Context: an optimization exercise on an open-source flow, tuned for small area, a short achievable clock period and few clock cycles. The choices shown serve that exercise and are no tape-out recipe.
Where RTL was checked, it was by simulation tests only, not by an equivalence proof against the original.
Power is estimated from default activity; no workload was simulated.

// mdu_seq
module mdu_seq #(
    parameter int XLEN = 64
) (
    input  logic            clk,
    input  logic            rst_n,
    input  logic            req_valid,
    output logic            req_ready,
    input  logic [4:0]      req_op,
    input  logic            req_word,
    input  logic [XLEN-1:0] req_src1,
    input  logic [XLEN-1:0] req_src2,
    input  logic [4:0]      req_rd,
    input  logic            flush,
    output logic            resp_valid,
    input  logic            resp_ready,
    output logic [XLEN-1:0] resp_data,
    output logic [4:0]      resp_rd,
    output logic            busy
);
For scale: about 230 flip-flops, roughly 220 I/O pins, roughly 28000 µm² of cells after synthesis.
clock: 6.0 ns
lec_check: 0
cap_margin: 10
core_margin: 2
core_utilization: 40
setup_slack_margin: 1.5
slew_margin: 10
run.sh (not shown) runs the stock make flow with config.mk's settings and CLKGATE_MAP_FILE= SYNTH_SCRIPT=/design/flow/synth_recipe.tcl, a recipe that flattens the netlist after the stock synthesis.
Testbench counts at the start, summed over its fixed seeds: cycles 13,719.
Next try:
--- a/flow/config.mk
+++ b/flow/config.mk
@@ -6,7 +6,7 @@
 export NUM_CORES = 4
 export LEC_CHECK = 0
-export CAP_MARGIN = 10
+export CAP_MARGIN = 20
 export CORE_MARGIN = 2
 export CORE_UTILIZATION = 40
 export SETUP_SLACK_MARGIN = 1.5
-export SLEW_MARGIN = 10
+export SLEW_MARGIN = 20
After rerunning:
- synthesized cell count stays the same
- first-iteration DRC count does not change
- global-route usage stays the same
- count of clock-buffer cells in the layout does not change
- utilization does not change

========
== run 1 ==
Starting RTL as in the previous note.
// mdu_seq
module mdu_seq #(
    parameter int XLEN = 64
) (
    input  logic            clk,
    input  logic            rst_n,
    input  logic            req_valid,
    output logic            req_ready,
    input  logic [4:0]      req_op,
    input  logic            req_word,
    input  logic [XLEN-1:0] req_src1,
    input  logic [XLEN-1:0] req_src2,
    input  logic [4:0]      req_rd,
    input  logic            flush,
    output logic            resp_valid,
    input  logic            resp_ready,
    output logic [XLEN-1:0] resp_data,
    output logic [4:0]      resp_rd,
    output logic            busy
);
    localparam int MDU_MUL  = 0;
    localparam int MDU_DIV  = 1;
    localparam int MDU_DIVU = 2;
    localparam int MDU_REM  = 3;
    localparam int MDU_REMU = 4;
    localparam logic [1:0] IDLE = 2'd0;
    localparam logic [1:0] ALGN = 2'd1;    
    localparam logic [1:0] ITER = 2'd2;
    localparam logic [1:0] FIN  = 2'd3;    
    logic [1:0]  state_q;
    logic        r0p_q;      
    logic        resp_valid_q;
    logic        fix_q;      
    logic [65:0] r0_q;       
    logic [64:0] r1_q;       
    logic [63:0] r2_q;       
    logic        pp1_q;      
    logic        pp2_q;      
    logic        ppn_q;      
    logic [6:0]  cnt_q;      
  ...
Settings: LEC_CHECK=0, CAP_MARGIN=20, CORE_MARGIN=2, CORE_UTILIZATION=40, SETUP_SLACK_MARGIN=1.8, SLEW_MARGIN=20; clock period 6.0 ns.
Testbench counts of run 1, summed over its fixed seeds: cycles 13,719.
Input-level comparison between run 2 and run 1:
- a change of SETUP_SLACK_MARGIN from 1.8 to 1.65
==> run notes <==
- Clock-net power for run 2 is higher than for run 1.
- Going from run 1 to run 2, number of design-rule violations left by the first detailed-router iteration shrinks by 103.
- Run 2 and run 1 ended up with roughly the same cell area power density.
- On multi-input combinational cell count, run 2 and run 1 are neck and neck.
- [compare] base=run 1 new=run 2: worst slack after detailed placement has decreased; number of instances in the placed design held steady.
- Comparing run 2 and run 1, the lower clock distribution area overhead in the final layout was measured on run 1.
What run 3 does differently from run 2 at the input level:
- CORE_UTILIZATION: 40 -> 45
- SETUP_SLACK_MARGIN: 1.65 -> 1.5
--- outcome ---
Run 3: done, clean on timing, DRC and antenna. Run 3 vs run 2 on arrival time at the worst endpoint: run 3 is the lower one. Via count up 2.1% in run 3 wrt run 2. Against run 2 as the reference, run 3 delivers a lower die area. Share of total power in the clock network: run 3 vs run 2 down 0.6 points. Compared with run 2, run 3 shows a cell count of the worst reg-to-reg path that is 3 higher. On maximum clock frequency, run 2 and run 3 are neck and neck. [compare] base=run 2 new=run 3: final cell count went down 159; starting utilization of the core area went up 5.3 points. Routed wire in run 3 totals more than in run 2.

========
mdu_seq, a different RTL version from the one above (not shown whole).
Size in the first run: ~4300 cells after synthesis, ~290 flip-flops, about 33000 um2 of cells after synthesis.
clock: 6.0 ns
lec_check: 0
cap_margin: 20
core_margin: 2
core_utilization: 40
setup_slack_margin: 1.5
slew_margin: 20
Edit:
- SETUP_SLACK_MARGIN: 1.5 -> not set
Effect:
- The changed run completed with no timing, DRC or antenna violations
- non-clock buffer count shrinks by 132
- final area decreases by 11%
- maximum frequency fell by 9.3%
- worst hold slack loses 3.7 ps
- global-route usage falls by 2.9 points
- register-to-register slack loses 460 ps
- routed wire length is lower by 9.1%
- clock power is about the same
- total power came out lower by 12%
- clock-buffer cell count goes up by 4
No run of this note included a check of the RTL's function; only the layout flow was run.

========
Another version of the RTL of mdu_seq (not shown whole).
Size: ~230 flip-flops, about 220 I/O pins, about 28000 um2 of cells after synthesis.
## mdu_seq
module mdu_seq #(
    parameter int XLEN = 64
) (
    input  logic            clk,
    input  logic            rst_n,
    input  logic            req_valid,
    output logic            req_ready,
    input  logic [4:0]      req_op,
    input  logic            req_word,
    input  logic [XLEN-1:0] req_src1,
    input  logic [XLEN-1:0] req_src2,
    input  logic [4:0]      req_rd,
    input  logic            flush,
    output logic            resp_valid,
    input  logic            resp_ready,
    output logic [XLEN-1:0] resp_data,
    output logic [4:0]      resp_rd,
    output logic            busy
);
make LEC_CHECK=0 CAP_MARGIN=20 CORE_MARGIN=2 CORE_UTILIZATION=40 SETUP_SLACK_MARGIN=2.0 SLEW_MARGIN=20 finish   # period 6.0 ns
Change:
SETUP_SLACK_MARGIN = 1.5   (was 2.0)
=>
- register-to-register slack gains 0.09 ns
- non-clock buffer count shrinks by 31
- global-route usage grows by 0.61 points
No functional check of the RTL was part of any run of this note.

========
Setup of willow:
mdu_seq, a different RTL version from the one above (not shown whole).
Size in the first run: about 3500 cells after synthesis.
Settings: LEC_CHECK=0, CAP_MARGIN=20, CORE_MARGIN=2, CORE_UTILIZATION=50, SETUP_SLACK_MARGIN=1.5, SLEW_MARGIN=20; clock period 6.0 ns.
Looking at the reports, willow completed the entire flow and the layout it produced met the timing, DRC and antenna checks.
diff inputs: willow => harbor
# willow
export LEC_CHECK = 0
export CAP_MARGIN = 20
export CORE_MARGIN = 2
export CORE_UTILIZATION = 50
export SETUP_SLACK_MARGIN = 1.5
export SLEW_MARGIN = 20
create_clock -name core_clock -period 6.0 [get_ports {clk}]
# harbor
export LEC_CHECK = 0
export CAP_MARGIN = 20
export CORE_MARGIN = 2
export CORE_UTILIZATION = 40
export SETUP_SLACK_MARGIN = 1.5
export SLEW_MARGIN = 20
create_clock -name core_clock -period 6.0 [get_ports {clk}]
==> comparison <==
The required time at the worst-slack endpoint on harbor is in line with that on willow.
Compared to willow, harbor has peak ir drop on the vdd network 6.7% lower.
When harbor is set beside willow, its critical path depth turns out to be about 4.3% smaller.
On detailed-router iteration count before antenna repair, the lower figure sits with harbor, not willow.
~same final area in willow and harbor
For the overall routed net length, harbor came in 1700 µm lower than willow did.
Die outline width went up by more than 10% going from willow to harbor.
Summary of harbor over willow: worst setup slack increased 0.059 ns; final-layout clock buffer total went up about 33%.
No run of this note included a check of the RTL's function; only the layout flow was run.

-- static timing again, ports no longer ideal --
The results above use ideal ports. As a check the final layouts listed here were re-extracted and re-timed, cells and wires unchanged.
Step 1 (the two cells are an assumption about what drives the block):
set clk [get_ports {clk}]
set_driving_cell -lib_cell sky130_fd_sc_hd__clkbuf_16 $clk
set_driving_cell -lib_cell sky130_fd_sc_hd__buf_2 [delete_from_list [all_inputs] $clk]
Step 2 times the ports against the registers' clock, not the clock port: input delays grow and output delays shrink by t, the midpoint of the rising clock arrivals with the driver on.
Slacks: no drivers / after step 1 / after step 2; pairs: no drivers / after step 1.
run	t, ns	setup WS [ns]	clock arrival spread, ns
the first run of note 1	0.667	1.446 / 1.484 / 0.817	0.042 / 0.042
the second run of note 1	0.667	1.446 / 1.484 / 0.817	0.042 / 0.042
run 1	0.678	1.497 / 1.537 / 0.859	0.029 / 0.030
run 2	0.667	1.517 / 1.548 / 0.880	0.044 / 0.043
run 3	0.658	1.528 / 1.499 / 0.857	0.035 / 0.034
the first run of note 3	0.655	0.718 / 0.718 / 0.161	0.033 / 0.033
the second run of note 3	0.655	0.174 / 0.226 / -0.429	0.027 / 0.027
the first run of note 4	0.665	1.362 / 1.308 / 0.643	0.025 / 0.025
the second run of note 4	0.641	1.367 / 1.372 / 0.731	0.019 / 0.019
willow	0.667	1.127 / 1.144 / 0.478	0.017 / 0.017
harbor	0.667	1.186 / 1.220 / 0.553	0.021 / 0.020
Met with ideal ports but missed after step 2: setup timing in the second run of note 3. The setup slack of the first run of note 4, which loses most, moves by -0.054 ns with the drivers and by -0.719 ns with both steps.
